This design comes from an exercise in tuning for small area on the open sky130 flow, not from production work. In this exercise RTL edits were held to simulation tests only and were not proved equivalent to the original. Power figures rest on the tool's default switching activity, not on a simulated workload.

==> design/flow/design.v <==
`default_nettype none
package stk_mem_pkg;
  typedef logic [5-1:0] ptr_t;
  typedef logic [4-1:0] line_id_t;
  typedef logic [$clog2(2)-1:0] bankid_t;
  typedef logic [$clog2(4)-1:0] engid_t;
  typedef struct packed {
    line_id_t line;
    bankid_t  bank;
  } ptr_split_t;
  typedef union packed {
    ptr_t       flat;
    ptr_split_t split;
  } ptr_u;
endpackage : stk_mem_pkg
`default_nettype wire
`default_nettype none
package stk_uc_pkg;
  typedef enum logic {
    OPCODE_PUSH = 1'b0,
    OPCODE_POP  = 1'b1
  } opcode_t;
  typedef enum logic [1:0] {
    STATUS_OK    = 2'd0,
    STATUS_FULL  = 2'd1,
    STATUS_EMPTY = 2'd2
  } status_t;
endpackage : stk_uc_pkg
`default_nettype wire
`default_nettype none
`timescale 1ns/1ps
module stk_aoi3 (
  input wire logic [2:0] i_s
, input wire logic [2:0] i_d
, output logic           o_y
);
  assign o_y = !((i_s[0] && i_d[0]) || (i_s[1] && i_d[1]) || (i_s[2] && i_d[2]));
endmodule
module stk_aoi2 (
  input wire logic [1:0] i_s
, input wire logic [1:0] i_d
, output logic           o_y
);
  assign o_y = !((i_s[0] && i_d[0]) || (i_s[1] && i_d[1]));
endmodule
module stk_rd_bit (
  input wire logic [31:0] i_sel
, input wire logic [31:0] i_d
, output logic            o_q
);
  logic [10:0] g;
  for (genvar k = 0; k < 10; k++) begin : g_aoi3
    stk_aoi3 u_aoi (.i_s(i_sel[k*3 +: 3]), .i_d(i_d[k*3 +: 3]), .o_y(g[k]));
  end
  stk_aoi2 u_aoi2 (.i_s(i_sel[31:30]), .i_d(i_d[31:30]), .o_y(g[10]));
  assign o_q = !(&g);
endmodule
module stk_sram #(
  parameter int W = 32
) (
  input wire logic [31:0]     i_sel
, input wire logic [32*W-1:0] i_d
, output logic [W-1:0]        o_q
);
  for (genvar b = 0; b < W; b++) begin : g_bit
    logic [31:0] col;
    for (genvar i = 0; i < 32; i++) begin : g_col
      assign col[i] = i_d[i*W + b];
    end
    stk_rd_bit u_bit (.i_sel(i_sel), .i_d(col), .o_q(o_q[b]));
  end
endmodule
`default_nettype wire
`default_nettype none
`timescale 1ns/1ps
module stk_top (
  input wire logic                   i_clk
, input wire logic                   i_rst
, input wire logic                   i_cmd_vld
, input wire logic [1:0]             i_cmd_engid
, input wire logic                   i_cmd_opcode
, input wire logic [32-1:0]  i_cmd_dat
, output logic                       o_rsp_vld
, output logic [1:0]                 o_rsp_engid
, output logic [1:0]                 o_rsp_status
, output logic                       o_rsp_dat_vld
, output logic [32-1:0]      o_rsp_dat
);
  localparam int LINES_N = 32;
  localparam int ENGS_N  = 4;
  localparam int PW      = 5;
  localparam int DW      = 32;
  logic [DW-1:0] dat_mem [LINES_N];
  logic [PW-1:0] prv_mem [LINES_N];
  logic [LINES_N-1:0] used_r;
  logic [PW-1:0] head_r [ENGS_N];
  logic [ENGS_N-1:0] hvld_r;
  logic       a_vld, b_vld, c_vld, d_vld;
  logic [1:0] a_eng, b_eng, c_eng, d_eng;
  logic       a_pop, b_pop, c_pop, d_pop;
  logic       a_fail, b_fail, c_fail, d_fail;
  logic [PW-1:0] c_ptr;
  logic [DW-1:0] d_dat;
  logic [LINES_N-1:0] free_oh;
  logic [PW-1:0]      free_idx;
  logic               full;
  logic               push_ok;
  logic [LINES_N-1:0] wr_oh;
  logic [PW-1:0]      push_prv;
  logic seen;
  always_comb begin
    seen     = 1'b0;
    free_oh  = '0;
    for (int i = 0; i < LINES_N; i++) begin
      free_oh[i] = !used_r[i] && !seen;
      seen       = seen || !used_r[i];
    end
    free_idx = '0;
    for (int i = 0; i < LINES_N; i++) begin
      free_idx = free_idx | (free_oh[i] ? PW'(i) : PW'(0));
    end
  end
  assign full     = &used_r;
  assign push_ok  = i_cmd_vld && !i_cmd_opcode && !full;
  assign wr_oh    = push_ok ? free_oh : '0;
  assign push_prv = hvld_r[i_cmd_engid] ? head_r[i_cmd_engid] : free_idx;
  always_ff @(posedge i_clk) begin
    for (int i = 0; i < LINES_N; i++) begin
      if (wr_oh[i]) begin
        dat_mem[i] <= i_cmd_dat;
        prv_mem[i] <= push_prv;
      end
    end
  end
  logic [PW-1:0]      pop_head;
  logic [PW-1:0]      pop_prv;
  logic               pop_go;
  logic [LINES_N-1:0] pop_oh;
  assign pop_head = head_r[b_eng];
  assign pop_go   = b_vld && b_pop && hvld_r[b_eng];
  logic [LINES_N*PW-1:0] prv_flat;
  always_comb begin
    for (int i = 0; i < LINES_N; i++) begin
      pop_oh[i] = (pop_head == PW'(i));
      prv_flat[i*PW +: PW] = prv_mem[i];
    end
  end
  stk_sram #(.W(PW)) u_prv_rd (.i_sel(pop_oh), .i_d(prv_flat), .o_q(pop_prv));
  always_ff @(posedge i_clk) begin
    for (int e = 0; e < ENGS_N; e++) begin
      if (i_rst) begin
        hvld_r[e] <= 1'b0;
      end else if (push_ok && (i_cmd_engid == 2'(e))) begin
        hvld_r[e] <= 1'b1;
      end else if (pop_go && (b_eng == 2'(e))) begin
        hvld_r[e] <= (pop_prv != pop_head);
      end
      if (push_ok && (i_cmd_engid == 2'(e))) begin
        head_r[e] <= free_idx;
      end else if (pop_go && (b_eng == 2'(e))) begin
        head_r[e] <= pop_prv;
      end
    end
  end
  always_ff @(posedge i_clk) begin
    if (i_rst) begin
      used_r <= '0;
    end else begin
      used_r <= (used_r | wr_oh) & ~(pop_go ? pop_oh : '0);
    end
  end
  always_ff @(posedge i_clk) begin
    if (i_rst) begin
      a_vld <= 1'b0;
      b_vld <= 1'b0;
      c_vld <= 1'b0;
      d_vld <= 1'b0;
    end else begin
      a_vld <= i_cmd_vld;
      b_vld <= a_vld;
      c_vld <= b_vld;
      d_vld <= c_vld;
    end
  end
  always_ff @(posedge i_clk) begin
    a_eng  <= i_cmd_engid;
    a_pop  <= i_cmd_opcode;
    a_fail <= full;
    b_eng  <= a_eng;
    b_pop  <= a_pop;
    b_fail <= a_fail;
    c_eng  <= b_eng;
    c_pop  <= b_pop;
    c_fail <= b_pop ? !hvld_r[b_eng] : b_fail;
    c_ptr  <= pop_head;
    d_eng  <= c_eng;
    d_pop  <= c_pop;
    d_fail <= c_fail;
  end
  logic [DW-1:0] d_dat_nxt;
  logic [LINES_N-1:0] rd_oh;
  logic [LINES_N*DW-1:0] dat_flat;
  always_comb begin
    for (int i = 0; i < LINES_N; i++) begin
      rd_oh[i] = (c_ptr == PW'(i));
      dat_flat[i*DW +: DW] = dat_mem[i];
    end
  end
  stk_sram #(.W(DW)) u_dat_rd (.i_sel(rd_oh), .i_d(dat_flat), .o_q(d_dat_nxt));
  always_ff @(posedge i_clk) begin
    d_dat <= d_dat_nxt;
  end
  assign o_rsp_vld     = d_vld;
  assign o_rsp_engid   = d_eng;
  assign o_rsp_status  = {d_pop && d_fail, !d_pop && d_fail};
  assign o_rsp_dat_vld = d_pop && !d_fail;
  assign o_rsp_dat     = d_dat;
endmodule
`default_nettype wire
==> design/flow/flow/run.sh <==
#!/bin/bash
set -o pipefail
export CTS_ARGS="-sink_clustering_enable -repair_clock_nets -sink_clustering_size 25 -sink_clustering_max_diameter 60 -buf_list sky130_fd_sc_hd__clkbuf_16 -dont_use_dummy_load"
bash standard.sh finish > standard_flow.log 2>&1
==> design/flow/standard.sh <==
#!/bin/bash
# synth_recipe.tcl (not shown) runs the flow's synth.tcl, then flattens the netlist and writes it again
# the make line also repeats each setting of config.mk as NAME=value (left out here)
make -C /OpenROAD-flow-scripts/flow DESIGN_CONFIG=/design/flow/config.mk WORK_HOME=/design/flow/orfs CLKGATE_MAP_FILE= SYNTH_SCRIPT=/design/flow/synth_recipe.tcl "${@:-finish}"
==> design/flow/config.mk <==
export PLATFORM = sky130hd
export DESIGN_NAME = stk_top
export DESIGN_NICKNAME = stk_top
export VERILOG_FILES = /design/flow/design.v
export SDC_FILE = /design/flow/constraint.sdc
export NUM_CORES = 4
export LEC_CHECK = 0
export CAP_MARGIN = 15
export CORE_MARGIN = 2
export CORE_UTILIZATION = 65
export CTS_BUF_LIST = sky130_fd_sc_hd__clkbuf_16
export CTS_CLUSTER_DIAMETER = 60
export CTS_CLUSTER_SIZE = 25
export PLACE_DENSITY = 0.78
export SLEW_MARGIN = 15
export SYNTH_HIERARCHICAL = 1
export SYNTH_MINIMUM_KEEP_SIZE = 0
==> design/flow/constraint.sdc <==
create_clock -name core_clock -period 6.0 [get_ports {i_clk}]
set_input_delay 1.2000 -clock core_clock [delete_from_list [all_inputs] [get_ports {i_clk}]]
set_output_delay 1.2000 -clock core_clock [all_outputs]
set_load 0.01 [all_outputs]
==> results.txt, run 1 <==
total power draw=roughly 15 mW; clock root buffer=clkbuf_16; routing usage on met2=51.15%; final hold violation count=0; initial antenna violation count=6; register area share after synthesis=83.15%; CTS tree=done; CP peak stage delay=about 0.71 ns; Slew headroom=8.742%; Routed Antenna Nets=0; Synth Warn #=10; vias in the first global route=25,400; Avg Cell Area, Syn=19.64 um2; cts hold-fix bufs=0; GR Util met1=a little under half; final setup margin=1.615 ns; Post-synth top cells=edfxtp_1, a222oi_1, nor2_1; crit start category=flop; most numerous cell in the Yosys netlist=edfxtp_1; fmax=0.2280 GHz; Clock Latency Late Sink=between 0.6 and 0.7 ns; Syn Inst Count=2,328; Total GRT Usage=between 30% and 40%; Post-Layout Cell Count=3,454; Pre-Repair DR Iteration Count=12; gpl congestion=slightly above 0.9; area delta synth->final=9.794%; CTS sink count=1,297; Critical-path top delay cell=dfxtp_1; Final min period=~4.4 ns; Post-route DRC=0; TNS Setup=0 ns; Cell variety after synth=53; met3 Use GR=7.329%; Placed Cells=3,381; RSZ-0062 raised after global routing=false; Leak Pwr=15.19 nW; Ports=76; Synth area leaders=edfxtp_1, a222oi_1, dfxtp_1; dpl ws=1.464 ns; grt total ovfl=0; core area=around 70,000 um2; worst-path maximum fanout=11; Main synth FF type=edfxtp_1; Die ar.=72,480 um2; pin count of the biggest net entering global routing=41; status=finished clean; CTS max path bufs=3; Layout Utilization=71.93%; PostCTS Resize Cnt=0; Die Y=269.2 um; Final Skew=0.08491 ns; Routed WL per cell=between 30 and 40 um; worst path cell trace=mux4_2 > nand2b_1 > nor2_1 > a222oi_1 > nand4_1 > or3_1 > xor2_1 > nor3_1 > nand3_1 > o21ai_0 > a21oi_1; WL final=120.6 mm; clock transition at the registers of the reported paths=around 0.080 ns; Setup Buffers After CTS=0; maximum VDD drop=0.3204 mV; GRT busiest layer=met2; Initial DRC Count=about 5,700; EDFF count, synth=1,204; via count=26,240; Yosys reg bits=about 1,300; Worst EP required=6.47 ns; critical path type=reg2reg; Worst-Margin Slew=1.366 ns; Die Wd=between 200 and 300 um; Yosys top cell area share=between 70 and 80%; # nets final=2,552; Final Cycle Share=73.08%; DP HPWL=approximately 70 mm; layout cells sized above 1=11.46%; WP data arrival=4.86 ns; max-slew violations=0; Initial Util=65.52%; area leader, netlist=edfxtp_1; H-Tree Depth=3; worst min path class=reg2reg; Syn Nets=2,366; # port buffers=75; power per cell area=~310 nW/um2; max_cap viols=0; endpoints failing setup=0; clock buffer count from CTS=69; Vias/cell=roughly 7.6; first-pass GRT wire length=173.7 mm; endpoint class of the critical path=flop; Rows=between 90 and 100; Synth async-reset ratio=0%; Cell Area, Synth=roughly 46,000 um2
==> layout make-up <==
type	instances	area [um2]
repair buffers	143	1214
fillers	4039	19590
well taps	940	1176
diodes	2	5.005
multi-input cells	992	8019
clock buffers	69	1727
inverters	11	41.29
flip-flops and latches	1297	38020
==> Yosys stat by module, one instance, submodules excluded, a selection <==
module | cells inside | area [um2] | times used
stk_top | 1773 | 40670 | 1
stk_aoi3 | 1 | 10.01 | 370
stk_aoi2 | 1 | 12.51 | 37
stk_rd_bit | 4 | 23.77 | 37
==> metrics by stage <==
stage | area [um2] | hold slack [ns]
after floorplan | 45720 | 0.3096
after global placement | 48480 | 0.3104
after detailed placement | 48490 | 0.3143
after CTS | 50220 | 0.3274
after global routing | 50190 | 0.3423
final | 50200 | 0.3334
==> power by group <==
group	internal [mW]	switching (mW)
logic	0.291	0.577
clock network	2.05	2.55
registers	9.95	0.0498
total	12.3	3.18
==> final timing paths <==
path	from	to	slack, ns	depth (start not counted)
hold / removal	a_eng[1]	b_eng[1]	0.33	0
setup reg to reg	b_eng[1]	hvld_r[2]	1.61	11
setup / recovery	b_eng[1]	hvld_r[2]	1.61	11
hold reg to reg	a_eng[1]	b_eng[1]	0.33	0
==> logic make-up (layout without fill, tap and decap cells) <==
| group | after synthesis | count (layout) | synth area share, % |
|---|---|---|---|
| AO/OA/AOI/OAI | 501 | 501 | 10.42 |
| XOR/XNOR | 5 | 5 | 0.09580 |
| buffers and inverters | 39 | 223 | 0.3503 |
| flip-flops | 1297 | 1297 | 83.15 |
| multiplexers | 19 | 19 | 0.7334 |
| other | 0 | 2 | 0 |
| AND/OR/NAND/NOR | 467 | 467 | 5.252 |
==> flip-flops by register name, summed over array words and instances, names as in the netlist, 2 cells and up <==
| name | cells |
|---|---|
| d_dat | 32 |
| c_ptr | 5 |
| used_r | 32 |
| d_eng | 2 |
| dat_mem | 1024 |
| prv_mem | 160 |
| b_eng | 2 |
| hvld_r | 4 |
| a_eng | 2 |
| c_eng | 2 |
| head_r | 20 |
==> routing by layer <==
metal  routed length (um)  up-vias  share of wire, %
met5                   50        -             0.041
met1                42340    13110                35
met3                17620      255                15
met2                56260     2209                47
li1                     -    10660                 -
met4                 4280        8               3.6
==> worst max-delay path: cells and delay by family (launching register included) <==
kind	cells	cell delay [ns]
XOR/XNOR	1	0.21
AND/OR/NAND/NOR	6	1.87
AO/OA/AOI/OAI	3	0.75
flip-flops	1	0.71
multiplexers	1	0.70
==> cell usage in the layout (no fill, tap or decap), types with 11 or more instances in the layout <==
master | synthesis | layout
edfxtp_1 | 1204 | 1204
a222oi_1 | 370 | 370
nor2_1 | 144 | 99
dfxtp_1 | 93 | 93
nand4_1 | 83 | 83
clkbuf_16 | 0 | 69
buf_4 | 0 | 65
nand3_1 | 58 | 58
clkdlybuf4s50_1 | 0 | 58
nand2_1 | 49 | 49
nor2_4 | 0 | 45
or3_1 | 40 | 40
a21oi_1 | 39 | 39
a22oi_2 | 37 | 37
buf_2 | 5 | 17
nor3_1 | 24 | 16
a211oi_1 | 14 | 14
mux4_2 | 11 | 11
inv_1 | 11 | 11
==> run 2, diff against run 1 <==
==> design/flow/flow/run.sh (replaced) <==
#!/bin/bash
set -o pipefail
export CTS_ARGS="-sink_clustering_enable -repair_clock_nets -sink_clustering_size 25 -sink_clustering_max_diameter 60 -buf_list sky130_fd_sc_hd__clkbuf_16 -dont_use_dummy_load"
export BUFFER_PORTS_ARGS="-buffer_cell sky130_fd_sc_hd__buf_1"
bash standard.sh finish > standard_flow.log 2>&1
==> run 2 against run 1 <==
  * Non-clock buffer count increased by 17
  * Clock skew down 0.0051 ns
  * Highest routed layer unchanged
  * Register-to-register slack gained 0.20 ns
  * Sequential power about the same
  * Cell count is 0.41% higher
  * Clock-buffer cell count fell by 2
  * Synthesized cell count stayed put
  * Setup slack improved by 0.20 ns
  * First-iteration DRC count shrank 2.3%
  * Synthesized area unchanged
  * Still clean
==> results.txt, run 2 <==
EDFF count, synth=1,204 (unchanged); clock buffer count from CTS=67 (was 69); Synth area leaders=edfxtp_1, a222oi_1, dfxtp_1 (unchanged); Slew headroom=16.46% (was 8.742%); Routed WL per cell=34.79 um (was 34.90 um); Final Cycle Share=69.76% (was 73.08%); WL final=120.7 mm (was 120.6 mm); Avg Cell Area, Syn=19.64 um2 (unchanged); Die Wd=269.2 um (unchanged); via count=26,550 (was 26,240); Largest regs=dat_mem (1024), prv_mem (160) (unchanged); grt total ovfl=0 (unchanged); PostCTS Resize Cnt=0 (unchanged); Total GRT Usage=33.17% (was 33.23%); vias in the first global route=25,580 (was 25,400); DP HPWL=70.79 mm (was 70.17 mm); WP data arrival=4.63 ns (was 4.86 ns); area delta synth->final=9.173% (was 9.794%); Initial DRC Count=5,576 (was 5,710); endpoint class of the critical path=flop (unchanged); max-slew violations=0 (unchanged); Synth Warn #=10 (unchanged); max reg flops=1,024 (unchanged); Yosys reg bits=1,297 (unchanged); RSZ-0062 raised after global routing=false (unchanged); cts hold-fix bufs=0 (unchanged); gpl congestion=1.003 (was 0.9201); Worst EP required=6.44 ns (was 6.47 ns); Routed Antenna Nets=0 (unchanged); Post-synth top cells=edfxtp_1, a222oi_1, nor2_1 (unchanged); Final min period=4.186 ns (was 4.385 ns); Post-route DRC=0 (unchanged); most frequent cells in the layout=edfxtp_1, a222oi_1, nor2_1 (unchanged); total power draw=15.33 mW (was 15.47 mW); status=finished clean (unchanged); clock transition at the registers of the reported paths=0.09 ns (was 0.08 ns); CTS max path bufs=3 (unchanged); crit start category=flop (unchanged); # port buffers=75 (unchanged); Yosys top cell area share=79.08% (unchanged); CTS sink count=1,297 (unchanged); Worst-Margin Slew=1.250 ns (was 1.366 ns); final hold violation count=0 (unchanged); max_cap viols=0 (unchanged); worst-path maximum fanout=12 (was 11); CTS tree=done (unchanged); Syn Nets=2,366 (unchanged); area leader, netlist=edfxtp_1 (unchanged); Main synth FF type=edfxtp_1 (unchanged); Top reg by flops=dat_mem (unchanged); # nets final=2,567 (was 2,552); Initial Util=65.52% (unchanged); Die Y=269.2 um (unchanged); fmax=0.2389 GHz (was 0.2280 GHz); Die ar.=72,480 um2 (unchanged); most numerous cell in the Yosys netlist=edfxtp_1 (unchanged); endpoints failing setup=0 (unchanged); Final Skew=0.07981 ns (was 0.08491 ns); sequential cell area=38,020 um2 (unchanged); fill cell count=4,080 (was 4,039); Clock Latency Late Sink=0.63 ns (about the same); TNS Setup=0 ns (unchanged); first-pass GRT wire length=173.9 mm (was 173.7 mm); initial antenna violation count=6 (unchanged); Synth async-reset ratio=0% (unchanged); pin count of the biggest net entering global routing=41 (unchanged); core area=69,790 um2 (unchanged); Ports=76 (unchanged); Vias/cell=7.656 (was 7.596); layout cells sized above 1=11.67% (was 11.46%); Rows=97 (unchanged); Cell Area, Synth=45,720 um2 (unchanged); maximum VDD drop=0.2011 mV (was 0.3204 mV); worst min path class=reg2reg (unchanged); power per cell area=307.2 nW/um2 (was 308.3 nW/um2); Cell variety after synth=53 (unchanged); commonest non-fill, non-tap cell in the layout=edfxtp_1 (unchanged); Setup Buffers After CTS=0 (unchanged); Leak Pwr=15.07 nW (was 15.19 nW); area of the multi-input gates=8026 um2 (was 8019 um2); clock root buffer=clkbuf_16 (unchanged); H-Tree Depth=3 (unchanged); Pre-Repair DR Iteration Count=11 (was 12); register area share after synthesis=83.15% (unchanged); critical path type=reg2reg (unchanged); Syn Inst Count=2,328 (unchanged)
## run 2: cell counts after synthesis
No cell type changed its count.
## run 2: cells by family (layout without fill, tap and decap cells)
group | after synthesis | in the layout | synth area share (%)
AOI/OAI and AO/OA | 501 | 501 | 10.42
xor gates and xnor gates | 5 | 5 | 0.09580
buffers and inverters | 39 | 238 | 0.3503
DFF | 1297 | 1297 | 83.15
muxes | 19 | 19 | 0.7334
other | 0 | 1 | 0
and+or+nand+nor | 467 | 467 | 5.252
## run 2: metrics by stage
stage,util [%],hold slack (ns),cells,worst slack [ns],area (um2)
6_report,71.52,0.3337,3468,1.814,49910
5_1_grt,71.52,0.3386,3467,1.547,49910
4_1_cts,71.42,0.3353,3465,1.878,49840
3_5_place_dp,69.02,0.3135,3398,1.898,48160
3_3_place_gp,68.95,0.3106,3396,1.896,48110
2_1_floorplan,-,0.3096,2328,0.1016,45720
## run 2: final timing paths
| check | startpoint | end | slack, ns | cells after the start |
|---|---|---|---|---|
| setup / recovery | b_eng[1] | hvld_r[2] | 1.81 | 11 |
| hold / removal | a_fail | b_fail | 0.33 | 0 |
| setup reg to reg | b_eng[1] | hvld_r[2] | 1.81 | 11 |
| hold reg to reg | a_fail | b_fail | 0.33 | 0 |
## run 2: power breakdown
part	switching, mW	internal (mW)	total (mW)
Combinational	0.583	0.221	0.804
Sequential	0.0442	9.95	9.99
Clock	2.54	2.00	4.54
Total	3.16	12.2	15.3
## run 2: per-module statistics from Yosys, one instance, submodules excluded, a selection
module / cells / flops+latches / times used / cell area (um2)
stk_rd_bit: 4 / 0 / 37 / 23.77
stk_top: 1773 / 1297 / 1 / 40670
stk_aoi2: 1 / 0 / 37 / 12.51
stk_aoi3: 1 / 0 / 370 / 10.01
## run 2: final cells by class
type | instances | area share [%]
timing repair buffer | 160 | 1.953
antenna | 1 | 0.005013
sequential | 1297 | 76.16
multi-input combinational | 992 | 16.08
clock buffer | 67 | 3.359
tap | 940 | 2.356
inverter | 11 | 0.08272
## run 2: critical path, stage by stage, from the launching register on
cell and delay, ns:
dfxtp_1 0.67, mux4_2 0.72, nand2_1 0.38, nor2_1 0.24, a222oi_1 0.46, nand4_1 0.19
or3_1 0.51, xor2_1 0.20, nor3_1 0.20, nand3_1 0.16, o21ai_0 0.18, a21oi_1 0.09
## run 2: routing by layer
metal,share of wire [%],up-vias,global-route usage (%)
met3,15,254,8.781
met4,3.5,8,12.03
met1,35,13210,46.99
li1,-,10700,-
met2,46,2379,50.64
met5,0.045,-,0
==> run 3, diff against run 2 <==
--- a/design/flow/config.mk
+++ b/design/flow/config.mk
@@ -8,9 +8,9 @@
 export CAP_MARGIN = 15
 export CORE_MARGIN = 2
-export CORE_UTILIZATION = 65
+export CORE_UTILIZATION = 55
 export CTS_BUF_LIST = sky130_fd_sc_hd__clkbuf_16
 export CTS_CLUSTER_DIAMETER = 60
 export CTS_CLUSTER_SIZE = 25
-export PLACE_DENSITY = 0.78
+export PLACE_DENSITY = 0.7
 export SLEW_MARGIN = 15
 export SYNTH_HIERARCHICAL = 1
==> run 3 against run 2 <==
  * Die area is 18% higher
  * Sequential cell count did not move
  * Critical path depth did not move
  * Power grew 2.9%
  * Core utilization down 10 points
  * Sequential power barely moved
  * Combinational power decreased by 2%
  * Clock skew increased by 0.019 ns
  * Non-clock buffer count down 16
  * Highest routed layer unchanged
==> results.txt, run 3 <==
PostCTS Resize Cnt=0 (unchanged); Yosys top cell area share=79.08% (unchanged); Final min period=4.305 ns (was 4.186 ns); register area share after synthesis=83.15% (unchanged); Synth Warn #=10 (unchanged); Synth area leaders=edfxtp_1, a222oi_1, dfxtp_1 (unchanged); area leader, netlist=edfxtp_1 (unchanged); Final Skew=0.09919 ns (was 0.07981 ns); critical path type=reg2reg (unchanged); WP data arrival=4.79 ns (was 4.63 ns); endpoint class of the critical path=flop (unchanged); final hold violation count=0 (unchanged); Die Y=292.3 um (was 269.2 um); Clock Latency Late Sink=0.68 ns (was 0.63 ns); initial antenna violation count=9 (was 6); max-slew violations=0 (unchanged); Cell variety after synth=53 (unchanged); max_cap viols=0 (unchanged); Final Cycle Share=71.75% (was 69.76%); worst-path maximum fanout=12 (unchanged); Syn Inst Count=2,328 (unchanged); Ports=76 (unchanged); # nets final=2,564 (was 2,567); TNS Setup=0 ns (unchanged); layout cells sized above 1=11.93% (was 11.67%); clock transition at the registers of the reported paths=0.07 ns (was 0.09 ns); antenna diode count=0 (was 1); grt total ovfl=0 (unchanged); Pre-Repair DR Iteration Count=10 (was 11); fmax=0.2323 GHz (was 0.2389 GHz); WL final=121.8 mm (was 120.7 mm); most frequent cells in the layout=edfxtp_1, a222oi_1, nor2_1 (unchanged); status=finished clean (unchanged); Post-synth top cells=edfxtp_1, a222oi_1, nor2_1 (unchanged); Rows=105 (was 97); core area=82,240 um2 (was 69,790 um2); area delta synth->final=9.915% (was 9.173%); Leak Pwr=15.17 nW (was 15.07 nW); vias in the first global route=25,360 (was 25,580); endpoints failing setup=0 (unchanged); power per cell area=314.1 nW/um2 (was 307.2 nW/um2); Placed Cells=3,514 (was 3,398); Syn Nets=2,366 (unchanged); Setup Buffers After CTS=0 (unchanged); clock buffer count from CTS=80 (was 67); Routed WL per cell=33.89 um (was 34.79 um); Initial Util=55.59% (was 65.52%); Worst EP required=6.49 ns (was 6.44 ns); Main synth FF type=edfxtp_1 (unchanged); commonest non-fill, non-tap cell in the layout=edfxtp_1 (unchanged); Synth async-reset ratio=0% (unchanged); Cell Area, Synth=45,720 um2 (unchanged); Min-Delay Startpoint=c_pop (was a_fail); EDFF count, synth=1,204 (unchanged); Top reg by flops=dat_mem (unchanged); Yosys reg bits=1,297 (unchanged); CTS tree=done (unchanged); Vias/cell=7.301 (was 7.656); RSZ-0062 raised after global routing=false (unchanged); Post-route DRC=0 (unchanged); gpl congestion=0.9643 (was 1.003); CTS sink count=1,297 (unchanged); CTS max path bufs=3 (unchanged); Worst-Margin Slew=1.278 ns (was 1.250 ns); Largest regs=dat_mem (1024), prv_mem (160) (unchanged); crit path launch=b_eng[1] (unchanged); max reg flops=1,024 (unchanged); maximum VDD drop=0.2431 mV (was 0.2011 mV); Slew headroom=14.60% (was 16.46%); Initial DRC Count=5,267 (was 5,576); # port buffers=75 (unchanged); Avg Cell Area, Syn=19.64 um2 (unchanged); Post-Layout Cell Count=3,594 (was 3,468); first-pass GRT wire length=173.8 mm (was 173.9 mm); H-Tree Depth=3 (unchanged); Critical R2R Launch=b_eng[1] (unchanged); Die Wd=292.3 um (was 269.2 um); Die ar.=85,450 um2 (was 72,480 um2); Routed Antenna Nets=0 (unchanged); worst min path class=reg2reg (unchanged); DP HPWL=70.79 mm (about the same); clock root buffer=clkbuf_16 (unchanged); crit start category=flop (unchanged); via count=26,240 (was 26,550); Total GRT Usage=28.26% (was 33.17%); cts hold-fix bufs=0 (unchanged); most numerous cell in the Yosys netlist=edfxtp_1 (unchanged); pin count of the biggest net entering global routing=41 (unchanged)
run 3: cell counts after synthesis:
No cell type changed its count.
run 3: metrics by stage:
stage	util (%)	setup slack [ns]	cell area, um2	hold slack, ns	total power, mW
finish	61.10	1.695	50250	0.3274	15.79
global route	61.10	1.443	50250	0.3351	16.19
CTS	61.08	1.810	50230	0.3289	15.82
detailed placement	58.64	1.789	48230	0.3143	10.97
global placement	58.57	1.699	48160	0.3108	10.95
floorplan	-	0.1016	45720	0.3096	10.54
run 3: report_power, final:
| group | internal, mW | leakage (nW) | switching (mW) |
|---|---|---|---|
| registers | 9.95 | 11.6 | 0.0465 |
| logic | 0.216 | 2.56 | 0.571 |
| clock network | 2.36 | 0.986 | 2.64 |
| total | 12.5 | 15.2 | 3.25 |
run 3: logic make-up after synthesis:
group                  after synthesis  share of synthesized area, %
buffers and inverters               39                        0.3503
multiplexers                        19                        0.7334
XOR/XNOR                             5                       0.09580
AO/OA/AOI/OAI                      501                         10.42
AND/OR/NAND/NOR                    467                         5.252
flip-flops                        1297                         83.15
run 3: per-layer routing:
layer	GRT usage, %	vias to the layer above	part of all wire [%]
li1	-	10700	-
met1	39.33	13330	37
met2	44.51	1941	47
met3	6.791	258	13
met4	9.293	4	3.2
met5	0	-	0.022
run 3: worst max-delay path: stages (launching register included):
cell and delay, ns:
dfxtp_1 0.67, mux4_2 0.72, nand2_1 0.39, nor2_1 0.22, a222oi_1 0.44, nand3_1 0.25, or3_1 0.51, xor2_1 0.21
nor3_1 0.19, nand3_1 0.22, o21ai_0 0.25, a21oi_1 0.10
run 3: modules after synthesis, one instance, submodules excluded, excerpt:
module / flops+latches / cells inside / area (um2)
stk_aoi3: 0 / 1 / 10.01
stk_rd_bit: 0 / 4 / 23.77
stk_aoi2: 0 / 1 / 12.51
stk_top: 1297 / 1773 / 40670
run 3: area by class of cell:
type                       count  area (um2)
clock buffer                  80        2002
multi-input combinational    992        8005
timing repair buffer         144       849.6
tap                         1070        1339
sequential                  1297       38020
inverter                      11       41.29
fill                        5714       31990
run 3: path summary, 6_finish.rpt:
path | endpoint | slack, ns | depth (start not counted)
hold / removal | d_pop | 0.33 | 0
hold reg to reg | d_pop | 0.33 | 0
setup reg to reg | hvld_r[2] | 1.69 | 11
setup / recovery | hvld_r[2] | 1.69 | 11
==> run 4, diff against run 3 <==
==> design/flow/flow/run.sh (replaced) <==
#!/bin/bash
set -o pipefail
export CTS_ARGS="-sink_clustering_enable -repair_clock_nets -sink_clustering_size 12 -sink_clustering_max_diameter 50 -buf_list sky130_fd_sc_hd__clkbuf_8 -dont_use_dummy_load"
export BUFFER_PORTS_ARGS="-buffer_cell sky130_fd_sc_hd__buf_1"
bash standard.sh finish > standard_flow.log 2>&1
--- a/design/flow/config.mk
+++ b/design/flow/config.mk
@@ -8,9 +8,9 @@
 export CAP_MARGIN = 15
 export CORE_MARGIN = 2
-export CORE_UTILIZATION = 55
-export CTS_BUF_LIST = sky130_fd_sc_hd__clkbuf_16
-export CTS_CLUSTER_DIAMETER = 60
-export CTS_CLUSTER_SIZE = 25
-export PLACE_DENSITY = 0.7
+export CORE_UTILIZATION = 65
+export CTS_BUF_LIST = sky130_fd_sc_hd__clkbuf_8
+export CTS_CLUSTER_DIAMETER = 50
+export CTS_CLUSTER_SIZE = 12
+export PLACE_DENSITY = 0.78
 export SLEW_MARGIN = 15
 export SYNTH_HIERARCHICAL = 1
==> run 4 against run 3 <==
  * Non-clock buffer count rose by 16
  * Hold slack better by 0.0041 ns
  * Sequential power about the same
  * Critical path type unchanged
  * Critical endpoint unchanged
  * Largest cell class unchanged
  * Highest routed layer unchanged
==> results.txt, run 4 <==
Vias/cell=7.554 (was 7.301); internal reg-to-reg setup slack=1.81 ns (was 1.69 ns); via count=26,600 (was 26,240); Die ar.=72,480 um2 (was 85,450 um2); Synth Warn #=10 (unchanged); Final Skew=0.1132 ns (was 0.09919 ns); CTS tree=done (unchanged); initial antenna violation count=11 (was 9); Critical R2R Capture=hvld_r[2] (unchanged); status=finished clean (unchanged); Main synth FF type=edfxtp_1 (unchanged); register area share after synthesis=83.15% (unchanged); RSZ-0062 raised after global routing=false (unchanged); fill cell count=4,063 (was 5,714); PostCTS Resize Cnt=0 (unchanged); crit start category=flop (unchanged); gpl congestion=1.003 (was 0.9643); area of the multi-input gates=8026 um2 (was 8005 um2); dpl cell area=48,160 um2 (was 48,230 um2); core area=69,790 um2 (was 82,240 um2); vias in the first global route=25,960 (was 25,360); fmax=0.2387 GHz (was 0.2323 GHz); Final Cell Area=49,890 um2 (was 50,250 um2); Post-synth top cells=edfxtp_1, a222oi_1, nor2_1 (unchanged); clock transition at the registers of the reported paths=0.08 ns (was 0.07 ns); Initial Util=65.52% (was 55.59%); area delta synth->final=9.119% (was 9.915%); final hold violation count=0 (unchanged); Leak Pwr=15.11 nW (was 15.17 nW); H-Tree Depth=3 (unchanged); max-slew violations=0 (unchanged); Synth async-reset ratio=0% (unchanged); Cell Area, Synth=45,720 um2 (unchanged); power per cell area=304.0 nW/um2 (was 314.1 nW/um2); cts hold-fix bufs=0 (unchanged); # nets final=2,620 (was 2,564); Ports=76 (unchanged); Final Cycle Share=69.81% (was 71.75%); Die Y=269.2 um (was 292.3 um); Synth area leaders=edfxtp_1, a222oi_1, dfxtp_1 (unchanged); first-pass GRT wire length=175.3 mm (was 173.8 mm); grt total ovfl=0 (unchanged); endpoint class of the critical path=flop (unchanged); Critical R2R Launch=b_eng[1] (unchanged); Setup Buffers After CTS=0 (unchanged); DR WL met3=17.92 mm (was 15.69 mm); Initial DRC Count=5,659 (was 5,267); met2 WL post-DR=56.24 mm (was 56.71 mm); # port buffers=75 (unchanged); Top reg by flops=dat_mem (unchanged); worst min path class=reg2reg (unchanged); Routed WL per cell=34.47 um (was 33.89 um); pin count of the biggest net entering global routing=41 (unchanged); Routed Antenna Nets=0 (unchanged); Syn Nets=2,366 (unchanged); clock buffer count from CTS=120 (was 80); Top Layer Used=met5 (unchanged); Largest regs=dat_mem (1024), prv_mem (160) (unchanged); DRT met1 WL=42.71 mm (was 45.53 mm); Post-route DRC=0 (unchanged); DP HPWL=70.79 mm (about the same); area leader, netlist=edfxtp_1 (unchanged); max_cap viols=0 (unchanged); total power draw=15.16 mW (was 15.79 mW); sequential cell area=38,020 um2 (unchanged); Clock Latency Late Sink=0.76 ns (was 0.68 ns); Rows=97 (was 105); WL final=121.4 mm (was 121.8 mm); Worst Reg-to-Reg Cells=11 (unchanged); Die Wd=269.2 um (was 292.3 um); Slew headroom=12.68% (was 14.60%); layout cells sized above 1=13.49% (was 11.93%); Yosys reg bits=1,297 (unchanged); Pre-Repair DR Iteration Count=10 (unchanged); endpoints failing setup=0 (unchanged); clock root buffer=clkbuf_8 (was clkbuf_16); Cell variety after synth=53 (unchanged); CTS sink count=1,297 (unchanged); Worst-Margin Slew=1.310 ns (was 1.278 ns); critical path type=reg2reg (unchanged); most frequent cells in the layout=edfxtp_1, a222oi_1, clkbuf_8 (was edfxtp_1, a222oi_1, nor2_1); commonest non-fill, non-tap cell in the layout=edfxtp_1 (unchanged); WP data arrival=4.76 ns (was 4.79 ns); crit path launch=b_eng[1] (unchanged); CTS max path bufs=3 (unchanged); Syn Inst Count=2,328 (unchanged); Worst EP required=6.57 ns (was 6.49 ns); Avg Cell Area, Syn=19.64 um2 (unchanged); TNS Setup=0 ns (unchanged); max reg flops=1,024 (unchanged); Total GRT Usage=33.46% (was 28.26%); EDFF count, synth=1,204 (unchanged); worst-path maximum fanout=12 (unchanged); Layout Utilization=71.49% (was 61.10%); maximum VDD drop=0.1659 mV (was 0.2431 mV); dpl ws=1.898 ns (was 1.789 ns); Final min period=4.189 ns (was 4.305 ns); final setup margin=1.811 ns (was 1.695 ns); most numerous cell in the Yosys netlist=edfxtp_1 (unchanged); Worst Setup EP=hvld_r[2] (unchanged); Yosys top cell area share=79.08% (unchanged)
-- run 4: layer usage --
layer / up-vias / track usage, %
li1: 10790 / -
met1: 13170 / 46.99
met2: 2334 / 51.19
met3: 292 / 9.137
met4: 8 / 12.35
met5: - / 0
-- run 4: how the worst min path moves through the flow --
stage          slack (ns)      from  endpoint  depth (start not counted)
3_3_place_gp         0.31     c_pop     d_pop                          0
2_1_floorplan        0.31  a_eng[0]  b_eng[0]                          0
5_1_grt              0.34    a_fail    b_fail                          0
4_1_cts              0.33    c_fail    d_fail                          0
6_report             0.33    c_fail    d_fail                          0
3_5_place_dp         0.31  c_eng[1]  d_eng[1]                          0
-- run 4: worst max-delay path, stage by stage (launching register included) --
cell and delay, ns:
dfxtp_1 0.66, mux4_2 0.72, nand2_1 0.39, nor2_1 0.25
a222oi_1 0.43, nand4_1 0.24, or3_1 0.53, xor2_1 0.20
nor3_1 0.19, nand3_1 0.16, o21ai_0 0.18, a21oi_1 0.09
-- run 4: final cells by class --
class	instances	share of cell area [%]
antenna	1	0.005016
clock buffer	120	3.311
inverter	11	0.08276
multi-input combinational	992	16.09
sequential	1297	76.20
tap	940	2.357
timing repair buffer	160	1.954
-- run 4: through the flow --
step | hold WS [ns] | instances
after global routing | 0.3351 | 3521
after detailed placement | 0.3135 | 3398
after CTS | 0.3323 | 3518
final | 0.3315 | 3521
after global placement | 0.3106 | 3396
after floorplan | 0.3096 | 2328
-- run 4: logic make-up after synthesis --
family	share of synthesized area [%]
mux	0.7334
xor+xnor	0.09580
flops	83.15
simple gates	5.252
compound gates	10.42
buf+inv	0.3503
-- run 4: modules after synthesis (local to each module, per instance), excerpt --
| module | flip-flops and latches | times used | cells |
|---|---|---|---|
| stk_rd_bit | 0 | 37 | 4 |
| stk_aoi2 | 0 | 37 | 1 |
| stk_top | 1297 | 1 | 1773 |
| stk_aoi3 | 0 | 370 | 1 |
-- run 4: where the power goes --
group / leakage, nW / switching [mW] / internal [mW] / total (mW)
sequential: 11.6 / 0.0426 / 9.95 / 10.0
clock: 0.863 / 2.60 / 1.77 / 4.36
combinational: 2.61 / 0.585 / 0.221 / 0.806

==> static timing again, ports no longer ideal <==
No port has a modelled driver above. Below, the same layouts with a new extraction and two added sets of constraints.
Step 1: set_driving_cell puts a clkbuf_16 on i_clk and a buf_2 on each other input, an assumption about the parent block.
Step 2 times the ports against the registers' clock, not the clock port: input delays grow and output delays shrink by t, the midpoint of the rising clock arrivals with the driver on.
a / b / c = no drivers / after step 1 / after step 2; a / b = the first two.
| run | shift t [ns] | setup WS [ns] | clock arrival spread, ns | pins driven straight from the clock port |
|---|---|---|---|---|
| run 1 | 0.670 | 1.615 / 1.615 / 1.395 | 0.099 / 0.099 | 1 |
| run 2 | 0.659 | 1.814 / 1.814 / 1.814 | 0.080 / 0.080 | 1 |
| run 3 | 0.689 | 1.695 / 1.695 / 1.674 | 0.102 / 0.101 | 1 |
| run 4 | 0.763 | 1.811 / 1.811 / 1.811 | 0.113 / 0.113 | 1 |
After both steps setup and hold are still met in every run listed. The setup slack of run 1, which loses most, moves by 0.000 ns with the drivers and by -0.220 ns with both steps.
